This is an optimization exercise on Yosys and OpenROAD, whose aim is small area, a short achievable clock period and few clock cycles per item, not a production implementation.
Function was checked by simulation only, so behaviour that the tests miss may differ from the original.
Power and IR drop assume default switching activity.

== indigo ==
==> flow/design.v (excerpt) <==
module md5_hash_engine_top (
  input  logic                clk,
  input  logic                rst_n,
  input  md5_pkg::md5_in_t    in_data,
  input  logic                in_push,
  output logic                in_full,
  output md5_pkg::md5_out_t   out_data,
  output logic                out_empty,
  input  logic                out_pop
);
Size: ~5100 cells after synthesis, roughly 55000 um^2 of cells after synthesis.
export LEC_CHECK = 0
export CAP_MARGIN = 20
export CORE_MARGIN = 2
export CORE_UTILIZATION = 55
export CTS_BUF_LIST = sky130_fd_sc_hd__clkbuf_4 sky130_fd_sc_hd__clkbuf_8
export SETUP_SLACK_MARGIN = 5
export SLEW_MARGIN = 20
create_clock -name core_clock -period 11.0 [get_ports {clk}]
run.sh (not shown) runs the stock make flow with config.mk's settings and CLKGATE_MAP_FILE= SYNTH_SCRIPT=/design/flow/synth_recipe.tcl, a recipe that flattens the netlist after the stock synthesis.
Testbench counts of indigo, summed over its fixed seeds: cycles 54,447, bytes 43,719.
## Diff of input files: sierra against indigo
-- flow/config.mk --
<<< indigo, line 8
export CAP_MARGIN = 20
export CORE_MARGIN = 2
export CORE_UTILIZATION = 55
export CTS_BUF_LIST = sky130_fd_sc_hd__clkbuf_4 sky130_fd_sc_hd__clkbuf_8
export SETUP_SLACK_MARGIN = 5
>>> sierra, line 8
export CAP_MARGIN = 20
export CORE_MARGIN = 2
export CORE_UTILIZATION = 60
export CTS_BUF_LIST = sky130_fd_sc_hd__clkbuf_4 sky130_fd_sc_hd__clkbuf_8
export SETUP_SLACK_MARGIN = 5
Notes after the runs:
- | worst setup slack for register-to-register paths | sierra vs indigo | ≈ equal |
- Routed length per placed instance: higher on indigo
- Final routed wirelength across all metal layers on sierra is ahead of indigo.
- Diff indigo -> sierra | detailed-placement wirelength estimate | down by a few percent
- Against indigo, the final cell area of sierra is lower.
- Going from indigo to sierra, the sequential cell area share was found to have gone up by 0.18 points.
- Changes observed in sierra relative to indigo: fmax closely matched the old numbers, number of well taps decreased by 8.6% relative to the old numbers.
- sierra consumes less power than indigo does.
- Against indigo, sierra comes in 6.5 ps lower on setup slack.
- sierra and indigo ended up with roughly the same clock latency reported for the late side of the worst-skew pair.

* * *

Another version of the RTL of md5_hash_engine_top (not shown whole).
Size in the first run: about 5200 cells after synthesis, ~980 flip-flops, about 77 I/O pins, about 55000 um2 of cells after synthesis.
Settings: LEC_CHECK=0, CAP_MARGIN=20, CORE_MARGIN=2, CORE_UTILIZATION=50, CTS_BUF_LIST=sky130_fd_sc_hd__clkbuf_4 sky130_fd_sc_hd__clkbuf_8, PLACE_DENSITY=0.7, SETUP_SLACK_MARGIN=5, SLEW_MARGIN=20; clock period 11.0 ns.
The baseline completed without violations.
Testbench counts at the start, summed over its fixed seeds: cycles 54,209, bytes 43,719.
Edit:
- PLACE_DENSITY: 0.7 -> default
Worst hold slack is about the same.
Via count drops slightly.
Core utilization goes down by 0.26 points.
Setup slack improves by 0.012 ns.
Flip-flop and latch count is unchanged.
Area after synthesis stays the same.
Non-clock buffer count fell by 27.
Edit:
- CORE_UTILIZATION: 50 -> 60
The new run went through all stages and came out clean. Clock power fell by about 3%. Total power rose by 2.4%. Via count rose by 3.0%. Register-to-register slack barely changes. Setup slack got worse by 0.012 ns.
Edit:
- CAP_MARGIN: 20 -> 5
- CORE_UTILIZATION: 60 -> 50
- SLEW_MARGIN: 20 -> 5
Effect:
- global-route usage is lower by 7.4 points
- via count went down by about 3%
- clock skew is lower by 0.017 ns
- total power goes down by 2.3%
- first-iteration DRC count is lower by 20%
- design area went down by 0.37%
- sequential share of layout area came out higher by 0.15 points
- setup slack got worse by 0.085 ns
- area after synthesis does not change

* * *

Another version of the RTL of md5_hash_engine_top (not shown whole).
Size: ~5,400 cells after synthesis, ~77 I/O pins, about 0.056 sq mm of cells after synthesis.
Settings: LEC_CHECK=0, CAP_MARGIN=20, CORE_MARGIN=2, CORE_UTILIZATION=50, CTS_BUF_LIST=sky130_fd_sc_hd__clkbuf_4 sky130_fd_sc_hd__clkbuf_8, SETUP_SLACK_MARGIN=5, SLEW_MARGIN=20, TNS_END_PERCENT=10; clock period 11.0 ns.
Testbench counts at the start, summed over its fixed seeds: cycles 54,447, bytes 43,719.
Next try:
- TNS_END_PERCENT: 10 -> default
Effect: Final cell count hardly moves. Total power is higher slightly. Critical path depth is lower by 1.

## separate check: timing with driven ports
No port has a modelled driver above. Below, the same layouts with a new extraction and two added sets of constraints. Step 1 sets driving cells, clkbuf_16 on the clock port and buf_2 on the other inputs (assumed; they add their load-dependent delay and slew). Step 2 adds t to the input delays and takes it off the output delays; t is the mean of the earliest and latest rising clock arrival at the registers after step 1. Input paths then give back, and output paths get back, about the clock's delay inside the block. Slacks: no drivers / after step 1 / after step 2; pairs: no drivers / after step 1.
| run | shift t [ns] | setup WS [ns] | worst hold slack (ns) | clock arrival spread, ns | worst slew at a driven data input, ns |
|---|---|---|---|---|---|
| indigo | 0.949 | 4.466 / 4.466 / 4.137 | 0.496 / 0.496 / 0.496 | 0.053 / 0.053 | 0.06 |
| sierra | 0.944 | 4.459 / 4.459 / 4.253 | 0.488 / 0.488 / 0.488 | 0.067 / 0.067 | 0.05 |
| the first run of note 2 | 0.913 | 4.360 / 4.360 / 4.270 | 0.469 / 0.469 / 0.469 | 0.056 / 0.056 | 0.04 |
| the second run of note 2 | 0.910 | 4.371 / 4.371 / 4.229 | 0.469 / 0.469 / 0.469 | 0.061 / 0.061 | 0.08 |
| the third run of note 2 | 0.925 | 4.359 / 4.359 / 4.299 | 0.480 / 0.480 / 0.480 | 0.075 / 0.075 | 0.05 |
| the fourth run of note 2 | 0.919 | 4.274 / 4.274 / 4.144 | 0.476 / 0.476 / 0.476 | 0.055 / 0.055 | 0.07 |
| the first run of note 3 | 0.920 | 4.336 / 4.336 / 4.106 | 0.496 / 0.496 / 0.496 | 0.064 / 0.064 | 0.06 |
| the second run of note 3 | 0.920 | 4.591 / 4.591 / 4.287 | 0.494 / 0.494 / 0.494 | 0.075 / 0.075 | 0.05 |
After both steps every run listed still meets setup and hold. For indigo, which loses most, drivers alone change the setup slack by 0.000 ns; drivers and shift together by -0.329 ns.
